Context: an optimization exercise on an open-source flow, tuned for small area. The choices shown serve that exercise and are no tape-out recipe. Where RTL was checked, it was by simulation tests only, not by an equivalence proof against the original. Power and IR drop assume default switching activity.

run K:
==> flow/design.v (excerpt) <==
module requant_top
#(
    parameter int DN     = 6,
    parameter int GROUPS = 4
) (
    input  logic                        clk,
    input  logic                        rst_n,
    input  logic [DN*ACC_W-1:0]         acc_data,
    input  logic                        acc_valid,
    input  logic [$clog2(GROUPS)-1:0]   grp,
    input  logic [SHIFT_W-1:0]          n,
    input  logic                        relu_en,
    input  logic                        scale_we,
    input  logic [$clog2(GROUPS)-1:0]   scale_addr,
    input  logic [DN*MANT_W-1:0]        scale_wdata,
    output logic [DN*ACT_W-1:0]         act_data,
    output logic                        act_valid
);
For scale: roughly 4000 cells after synthesis, roughly 360 flip-flops, about 250 I/O pins.
clock: 6.5 ns
lec_check: 0
cap_margin: 20
core_margin: 2
core_utilization: 40
gpl_timing_driven: 0
slew_margin: 20
run.sh (not shown) runs the stock make flow with config.mk's settings and CLKGATE_MAP_FILE= SYNTH_SCRIPT=/design/flow/synth_recipe.tcl, a recipe that flattens the netlist after the stock synthesis.
The following lists how run R was set up differently from run K:
==> flow/flow/run.sh (new file) <==
#!/bin/bash
# Standard ORFS layout with two changes: ports are buffered with the smallest
# buffer instead of a delay cell, and after global-route timing repair the
# non-critical cells are downsized again (ORFS power recovery).
set -euo pipefail
export BUFFER_PORTS_ARGS="-buffer_cell sky130_fd_sc_hd__buf_1"
export RECOVER_POWER=100
bash standard.sh > standard.log 2>&1
==> flow/standard.sh (new file) <==
#!/bin/bash
# synth_recipe.tcl (not shown) runs the flow's synth.tcl, then flattens the netlist and writes it again
# the make line also repeats each setting of config.mk as NAME=value (left out here)
make -C /OpenROAD-flow-scripts/flow DESIGN_CONFIG=/design/flow/config.mk WORK_HOME=/design/flow/orfs CLKGATE_MAP_FILE= SYNTH_SCRIPT=/design/flow/synth_recipe.tcl "${@:-finish}"
removed: flow/run.sh
--- outcome ---
- Run R finished every stage; the final checks, however, were not passed, the failures being max-capacitance violations, max-slew violations.
- In the reports for run R and run K, the smaller total power belongs to run R.
- Compared with run K, run R shows post-detailed-route wirelength per cell that has gone down slightly.
- Run R improves on run K in cell area.
- Going from run K to run R, final non-filler cell total moved down; max capacitance violation total moved up.
- Looking only at final design utilization, and setting everything else aside, the lower value of run R and run K goes to run R.
- Comparing count of filler cells inserted in the layout for run R and run K, the bigger number came from run R.
- Between run R and run K, area overhead of the layout relative to synthesis is higher for run K, run R comes in under that.
- The lower placed wire-length estimate after detailed placement of run R and run K is in run R.
No run of this note included a check of the RTL's function; only the layout flow was run.


job 163:
requant_top, a different RTL version from the one above (not shown whole).
Size in the first run: about 3200 cells after synthesis, roughly 360 flip-flops, roughly 250 I/O pins, about 0.034 mm2 of cells after synthesis.
clock: 6.5 ns
lec_check: 0
cap_margin: 20
core_margin: 2
core_utilization: 40
gpl_timing_driven: 0
slew_margin: 20
synth_hierarchical: 1
standard.sh (not shown) runs the stock make flow with config.mk's settings and CLKGATE_MAP_FILE= SYNTH_SCRIPT=/design/flow/synth_recipe.tcl, a recipe that flattens the netlist after the stock synthesis.
==> flow/flow/run.sh <==
#!/bin/bash
set -euo pipefail
here=$(pwd)
export BUFFER_PORTS_ARGS="-buffer_cell sky130_fd_sc_hd__buf_1"
export CTS_ARGS="-sink_clustering_enable -repair_clock_nets -dont_use_dummy_load -buf_list sky130_fd_sc_hd__clkbuf_8 -sink_clustering_size 16 -sink_clustering_max_diameter 80"
export RECOVER_POWER=100
export POST_GLOBAL_ROUTE_TCL="$here/flow/post_grt.tcl"
bash standard.sh > standard.log 2>&1
==> flow/flow/post_grt.tcl <==
# after power recovery: fix any slew / capacitance limit it broke, and any
# setup path it slowed too far, then legalize and reroute what changed
global_route -start_incremental
repair_design -slew_margin $::env(SLEW_MARGIN) -cap_margin $::env(CAP_MARGIN)
repair_timing -setup -setup_margin 0.05 -repair_tns 100
detailed_placement
global_route -end_incremental
estimate_parasitics -global_routing
report_check_types -max_slew -max_capacitance -violators
report_worst_slack -max
> inputs changed (job 163 -> job 258)
# job 163
export LEC_CHECK = 0
export CAP_MARGIN = 20
export CORE_MARGIN = 2
export CORE_UTILIZATION = 40
export GPL_TIMING_DRIVEN = 0
export SLEW_MARGIN = 20
export SYNTH_HIERARCHICAL = 1
create_clock -name core_clock -period 6.5 [get_ports {clk}]
# job 258
export LEC_CHECK = 0
export CAP_MARGIN = 20
export CORE_MARGIN = 2
export CORE_UTILIZATION = 40
export CTS_BUF_LIST = sky130_fd_sc_hd__clkbuf_4 sky130_fd_sc_hd__clkbuf_8
export GPL_TIMING_DRIVEN = 0
export SLEW_MARGIN = 20
export SYNTH_HIERARCHICAL = 1
create_clock -name core_clock -period 6.5 [get_ports {clk}]
==> flow/flow/run.sh <==
#!/bin/bash
# Standard ORFS layout with two changes: ports are buffered with the smallest
# buffer instead of a delay cell, and after global-route timing repair the
# non-critical cells are downsized again (ORFS power recovery), followed by a
# design repair so no slew or capacitance limit is left broken.
set -euo pipefail
here=$(pwd)
export BUFFER_PORTS_ARGS="-buffer_cell sky130_fd_sc_hd__buf_1"
export RECOVER_POWER=100
export POST_GLOBAL_ROUTE_TCL="$here/flow/post_grt.tcl"
bash standard.sh > standard.log 2>&1
[summary]
| total instance count after detailed placement | job 163 vs job 258 | ≈ equal |
Job 258: switching power higher than job 163
Cmp job 163 and job 258 / number of antenna violations at the first check in global routing / higher: job 258
Job 258 vs job 163 — proportion of power drawn by combinational gates dropped 4.6 points.
The clock power of job 258 was inferior to that of job 163.
Changes observed in job 258 relative to job 163: via count rose 327; post-layout minimum cycle time fell 36 ps; multi-input logic portion of the cell area fell 1.6 points.
Changes in job 9793 relative to job 258:
# job 258
export LEC_CHECK = 0
export CAP_MARGIN = 20
export CORE_MARGIN = 2
export CORE_UTILIZATION = 40
export CTS_BUF_LIST = sky130_fd_sc_hd__clkbuf_4 sky130_fd_sc_hd__clkbuf_8
export GPL_TIMING_DRIVEN = 0
export SLEW_MARGIN = 20
export SYNTH_HIERARCHICAL = 1
create_clock -name core_clock -period 6.5 [get_ports {clk}]
# job 9793
export LEC_CHECK = 0
export CAP_MARGIN = 20
export CORE_MARGIN = 2
export CORE_UTILIZATION = 40
export GPL_TIMING_DRIVEN = 0
export SLEW_MARGIN = 20
export SYNTH_HIERARCHICAL = 1
create_clock -name core_clock -period 6.5 [get_ports {clk}]
==> flow/flow/run.sh <==
#!/bin/bash
set -euo pipefail
here=$(pwd)
export BUFFER_PORTS_ARGS="-buffer_cell sky130_fd_sc_hd__buf_1"
export CTS_ARGS="-sink_clustering_enable -repair_clock_nets -dont_use_dummy_load -buf_list sky130_fd_sc_hd__clkbuf_8 -sink_clustering_size 12 -sink_clustering_max_diameter 60"
export RECOVER_POWER=100
export POST_GLOBAL_ROUTE_TCL="$here/flow/post_grt.tcl"
bash standard.sh > standard.log 2>&1
Results
Job 9793: synthesis-to-layout area growth is 1.9 points lower than what job 258 reported.
Re sequential fraction of the synthesis area: no difference whatsoever between job 9793 and job 258.
Number of buffers created by CTS ends up lower on job 9793.
On wire length reported by the detailed router, job 258 and job 9793 are basically level.
Relative to job 258, the layout clock buffer count measured on job 9793 has decreased by more than half.
## Diff of input files: job 4428 against job 9793
# job 9793
export LEC_CHECK = 0
export CAP_MARGIN = 20
export CORE_MARGIN = 2
export CORE_UTILIZATION = 40
export GPL_TIMING_DRIVEN = 0
export SLEW_MARGIN = 20
export SYNTH_HIERARCHICAL = 1
create_clock -name core_clock -period 6.5 [get_ports {clk}]
# job 4428
export LEC_CHECK = 0
export CAP_MARGIN = 20
export CORE_MARGIN = 2
export CORE_UTILIZATION = 40
export CTS_BUF_LIST = sky130_fd_sc_hd__clkbuf_4 sky130_fd_sc_hd__clkbuf_8
export GPL_TIMING_DRIVEN = 0
export PLACE_DENSITY = 0.75
export SLEW_MARGIN = 20
export SYNTH_HIERARCHICAL = 1
create_clock -name core_clock -period 6.5 [get_ports {clk}]
==> flow/flow/run.sh <==
#!/bin/bash
# Standard ORFS layout with two changes: ports are buffered with the smallest
# buffer instead of a delay cell, and after global-route timing repair the
# non-critical cells are downsized again (ORFS power recovery), followed by a
# design repair so no slew or capacitance limit is left broken.
set -euo pipefail
here=$(pwd)
export BUFFER_PORTS_ARGS="-buffer_cell sky130_fd_sc_hd__buf_1"
export RECOVER_POWER=100
export POST_GLOBAL_ROUTE_TCL="$here/flow/post_grt.tcl"
bash standard.sh > standard.log 2>&1
Findings:
Job 9793 and job 4428 ended up with nearly the same wire length reported by the detailed router.
Compared with job 9793, job 4428 shows power higher by 5.5%.
Min setup slack across job 9793 and job 4428: job 4428
Diff job 9793 -> job 4428 | register-to-register slack | decrease of 30 ps


requant_top, a different RTL version from the one above (not shown whole).
For scale: about 3,400 cells after synthesis, roughly 360 flip-flops, ~250 I/O pins, roughly 33,000 sq um of cells after synthesis.
// requant_top
module requant_top
#(
    parameter int DN     = 6,
    parameter int GROUPS = 4
) (
    input  logic                        clk,
    input  logic                        rst_n,
    input  logic [DN*ACC_W-1:0]         acc_data,
    input  logic                        acc_valid,
    input  logic [$clog2(GROUPS)-1:0]   grp,
    input  logic [SHIFT_W-1:0]          n,
    input  logic                        relu_en,
    input  logic                        scale_we,
    input  logic [$clog2(GROUPS)-1:0]   scale_addr,
    input  logic [DN*MANT_W-1:0]        scale_wdata,
    output logic [DN*ACT_W-1:0]         act_data,
    output logic                        act_valid
);
clock: 6.5 ns
lec_check: 0
cap_margin: 20
core_margin: 2
core_utilization: 40
gpl_timing_driven: 0
slew_margin: 20
synth_hierarchical: 1
==> flow/flow/run.sh <==
#!/bin/bash
set -euo pipefail
here=$(pwd)
export BUFFER_PORTS_ARGS="-buffer_cell sky130_fd_sc_hd__buf_1"
export CTS_ARGS="-sink_clustering_enable -repair_clock_nets -dont_use_dummy_load -buf_list sky130_fd_sc_hd__clkbuf_4 -sink_clustering_size 10 -sink_clustering_max_diameter 50"
export RECOVER_POWER=100
export POST_GLOBAL_ROUTE_TCL="$here/flow/post_grt.tcl"
export PRE_GLOBAL_PLACE_TCL="$here/flow/pre_gpl.tcl"
bash standard.sh > standard.log 2>&1
==> flow/flow/pre_gpl.tcl <==
# drop the buffers synthesis inserted; placement-aware repair re-buffers
# where a net needs it
remove_buffers
Scripts as last shown in full above: flow/flow/post_grt.tcl
The first run completed with no timing, DRC or antenna violations.
Change:
--- a/flow/config.mk
+++ b/flow/config.mk
@@ -7,7 +7,8 @@
 export LEC_CHECK = 0
-export CAP_MARGIN = 20
+export CAP_MARGIN = 5
 export CORE_MARGIN = 2
-export CORE_UTILIZATION = 40
+export CORE_UTILIZATION = 55
 export GPL_TIMING_DRIVEN = 0
-export SLEW_MARGIN = 20
+export PLACE_DENSITY = 0.7
+export SLEW_MARGIN = 5
 export SYNTH_HIERARCHICAL = 1
Result: The new run completed without violations. Count of clock-buffer cells in the layout decreases by 5. First-iteration DRC count climbs by 11%. Clock power came out lower by about 5%. Routed wire length stays flat. Combinational power is higher by about 2%. Via count went up by 2.0%. Hold slack is worse by 0.18 ns. Utilization went up by 15 points. Die area fell by 27%. Worst setup slack gets worse by 0.046 ns.


Another version of the RTL of requant_top (not shown whole).
For scale: about 3300 cells after synthesis, about 360 flip-flops, about 250 I/O pins, roughly 34000 um2 of cells after synthesis.
Design requant_top, start of the top module:
module requant_top
#(
    parameter int DN     = 6,
    parameter int GROUPS = 4
) (
    input  logic                        clk,
    input  logic                        rst_n,
    input  logic [DN*ACC_W-1:0]         acc_data,
    input  logic                        acc_valid,
    input  logic [$clog2(GROUPS)-1:0]   grp,
    input  logic [SHIFT_W-1:0]          n,
    input  logic                        relu_en,
    input  logic                        scale_we,
    input  logic [$clog2(GROUPS)-1:0]   scale_addr,
    input  logic [DN*MANT_W-1:0]        scale_wdata,
    output logic [DN*ACT_W-1:0]         act_data,
    output logic                        act_valid
);
    logic [DN*MANT_W-1:0] rd_scale;
    logic                 rd_zero;
    scale_table #(
        .DN          (DN),
        .GROUPS      (GROUPS)
    ) u_scale_table (
        .clk         (clk),
        .rst_n       (rst_n),
        .scale_we    (scale_we),
        .scale_addr  (scale_addr),
        .scale_wdata (scale_wdata),
        .grp         (grp),
        .rd_scale    (rd_scale),
        .rd_zero     (rd_zero)
    );
    logic relu_q;
    logic zero_q;
    always_ff @(posedge clk) begin
        relu_q <= relu_en;
        zero_q <= rd_zero;
    end
    for (genvar i = 0; i < DN; i++) begin : g_lane
        logic [ACC_W-1:0]   a;
        logic [MANT_W-1:0]  scl;
        logic               run16, run13, run11;
        logic [MANT_W-1:0]  win;
        logic [SHIFT_W-1:0] lo;
        logic [PROD_W-1:0]  prod;
        logic [PROD_W-1:0]  prod_q;
        logic [SHIFT_W-1:0] sh_q;
        assign a   = acc_data[i*ACC_W +: ACC_W];
        assign scl = rd_scale[i*MANT_W +: MANT_W];
        always_comb begin
            run16 = (a[ACC_W-1:16] == {6{a[ACC_W-1]}});
            run13 = (a[ACC_W-1:13] == {9{a[ACC_W-1]}});
            run11 = (a[ACC_W-1:11] == {11{a[ACC_W-1]}});
            if (!run16) begin
                lo  = 5'd13;
                win = a[21:13];
            end else if (!run13) begin
                lo  = 5'd8;
                win = a[16:8];
            end else if (!run11) begin
                lo  = 5'd5;
                win = a[13:5];
            end else begin
                lo  = 5'd3;
                win = a[11:3];
            end
        end
        logic ppn_0_0;
        logic ppn_0_1;
        logic ppn_0_2;
  ...
clock: 6.5 ns
lec_check: 0
cap_margin: 20
core_margin: 2
core_utilization: 40
gpl_timing_driven: 0
slew_margin: 20
synth_hierarchical: 1
==> flow/flow/run.sh <==
#!/bin/bash
set -euo pipefail
here=$(pwd)
export BUFFER_PORTS_ARGS="-buffer_cell sky130_fd_sc_hd__buf_1"
export CTS_ARGS="-sink_clustering_enable -repair_clock_nets -dont_use_dummy_load -buf_list sky130_fd_sc_hd__clkbuf_8 -sink_clustering_size 12 -sink_clustering_max_diameter 60"
export RECOVER_POWER=100
export POST_GLOBAL_ROUTE_TCL="$here/flow/post_grt.tcl"
bash standard.sh > standard.log 2>&1
Scripts as last shown in full above: flow/flow/post_grt.tcl
The first run went through all stages and came out clean.
Edit:
==> flow/flow/run.sh (replaced) <==
#!/bin/bash
set -euo pipefail
here=$(pwd)
export BUFFER_PORTS_ARGS="-buffer_cell sky130_fd_sc_hd__buf_1"
export CTS_ARGS="-sink_clustering_enable -repair_clock_nets -dont_use_dummy_load -buf_list sky130_fd_sc_hd__clkbuf_4 -sink_clustering_size 10 -sink_clustering_max_diameter 50"
export RECOVER_POWER=100
export POST_GLOBAL_ROUTE_TCL="$here/flow/post_grt.tcl"
bash standard.sh > standard.log 2>&1
What happened:
- sequential share of layout area rises by 0.22 points
- final area came out lower by about 0.9%
- total power drops by 2.4%
- clock-buffer cell count rises by 6
No run of this note included a check of the RTL's function; only the layout flow was run.


== red ==
RTL: one of the versions met above, not the one the previous note started from.
Size: about 3200 cells after synthesis, about 360 flip-flops, about 34000 µm² of cells after synthesis.
export LEC_CHECK = 0
export CAP_MARGIN = 20
export CORE_MARGIN = 2
export CORE_UTILIZATION = 40
export GPL_TIMING_DRIVEN = 0
export SLEW_MARGIN = 20
export SYNTH_HIERARCHICAL = 1
create_clock -name core_clock -period 6.5 [get_ports {clk}]
==> flow/flow/run.sh <==
#!/bin/bash
# Standard ORFS layout with two changes: ports are buffered with the smallest
# buffer instead of a delay cell, and after global-route timing repair the
# non-critical cells are downsized again (ORFS power recovery), followed by a
# design repair so no slew or capacitance limit is left broken.
set -euo pipefail
here=$(pwd)
export BUFFER_PORTS_ARGS="-buffer_cell sky130_fd_sc_hd__buf_1"
export RECOVER_POWER=100
export POST_GLOBAL_ROUTE_TCL="$here/flow/post_grt.tcl"
bash standard.sh > standard.log 2>&1
==> flow/flow/post_grt.tcl <==
# after power recovery: fix any slew / capacitance limit it broke
global_route -start_incremental
repair_design -slew_margin $::env(SLEW_MARGIN) -cap_margin $::env(CAP_MARGIN)
detailed_placement
global_route -end_incremental
estimate_parasitics -global_routing
report_check_types -max_slew -max_capacitance -violators
report_worst_slack -max
red finished end to end and its layout was clean on timing, DRC and antenna.
What blue does differently from red at the input level:
==> flow/flow/run.sh <==
#!/bin/bash
set -euo pipefail
here=$(pwd)
export BUFFER_PORTS_ARGS="-buffer_cell sky130_fd_sc_hd__buf_1"
export CTS_ARGS="-sink_clustering_enable -repair_clock_nets -dont_use_dummy_load -buf_list sky130_fd_sc_hd__clkbuf_4 -sink_clustering_size 10 -sink_clustering_max_diameter 50"
export RECOVER_POWER=100
export POST_GLOBAL_ROUTE_TCL="$here/flow/post_grt.tcl"
bash standard.sh > standard.log 2>&1
==> flow/flow/post_grt.tcl <==
# after power recovery: fix any slew / capacitance limit it broke, and any
# setup path it slowed too far, then legalize and reroute what changed
global_route -start_incremental
repair_design -slew_margin $::env(SLEW_MARGIN) -cap_margin $::env(CAP_MARGIN)
repair_timing -setup -setup_margin 0.05 -repair_tns 100
detailed_placement
global_route -end_incremental
estimate_parasitics -global_routing
report_check_types -max_slew -max_capacitance -violators
report_worst_slack -max
Notes after the runs:
- Taking blue as 1.0, red lands at 1.06 on total power per unit cell area.
- Of blue and red, the run reporting the higher post-detailed-routing wire length was red.
- Fmax | blue vs red | blue faster
- Against red, blue reports a post-route clock period utilization that is lower.
- Of blue and red, the run reporting the lower area growth from synthesis to layout was blue.
- Time the final worst path needs with I/O delays and setup on blue is down relative to red.
- There was hardly any difference in count of plain and timing-repair buffers in the layout between blue and red.
- blue against red: switching power as a share of total power +2.2 points; proportion of power drawn by combinational gates +5.4 points; worst path setup slack after routing +0.11 ns; final instance area -about 2.8%.

-- re-timing with driven ports --
In the flow no input, the clock included, has a driving cell. The finished layouts below were timed again as built, in two steps.
Step 1 sets driving cells, clkbuf_16 on the clock port and buf_2 on the other inputs (assumed; they add their load-dependent delay and slew).
Step 2, shift: input delay + t, output delay - t, t = (earliest + latest rising clock arrival at the registers) / 2. This alone moves slack from input paths to output paths.
Three values: ideal ports, drivers, drivers and shift; two values: the first two.
run	t, ns	slack for setup (ns)	worst hold slack (ns)	worst setup path at the end	latest minus earliest clock arrival (ns)
run K	0.634	0.153 / 0.164 / -0.470	0.470 / 0.470 / 0.470	input to register	0.018 / 0.018
run R	0.623	0.175 / 0.217 / -0.405	0.474 / 0.474 / 0.474	input to register	0.017 / 0.017
job 163	0.692	0.193 / 0.234 / -0.458	0.471 / 0.434 / 0.472	input to register	0.076 / 0.076
job 258	0.712	0.229 / 0.265 / -0.447	0.462 / 0.443 / 0.462	input to register	0.038 / 0.037
job 9793	0.637	0.259 / 0.299 / -0.338	0.465 / 0.465 / 0.465	input to register	0.076 / 0.076
job 4428	0.707	0.198 / 0.237 / -0.469	0.479 / 0.449 / 0.479	input to register	0.038 / 0.039
the first run of note 3	0.808	0.279 / 0.314 / -0.495	0.482 / 0.482 / 0.482	input to register	0.109 / 0.109
the second run of note 3	0.833	0.233 / 0.269 / -0.564	0.303 / 0.265 / 0.475	input to register	0.098 / 0.098
the first run of note 4	0.682	0.244 / 0.292 / -0.391	0.459 / 0.412 / 0.468	input to register	0.121 / 0.121
the second run of note 4	0.847	0.279 / 0.328 / -0.519	0.289 / 0.244 / 0.474	input to register	0.125 / 0.125
red	0.627	0.172 / 0.220 / -0.408	0.461 / 0.461 / 0.461	input to register	0.027 / 0.027
blue	0.802	0.280 / 0.273 / -0.487	0.349 / 0.317 / 0.470	input to register	0.078 / 0.077
The setup slack of the second run of note 4, which loses most, moves by +0.049 ns with the drivers and by -0.798 ns with both steps.
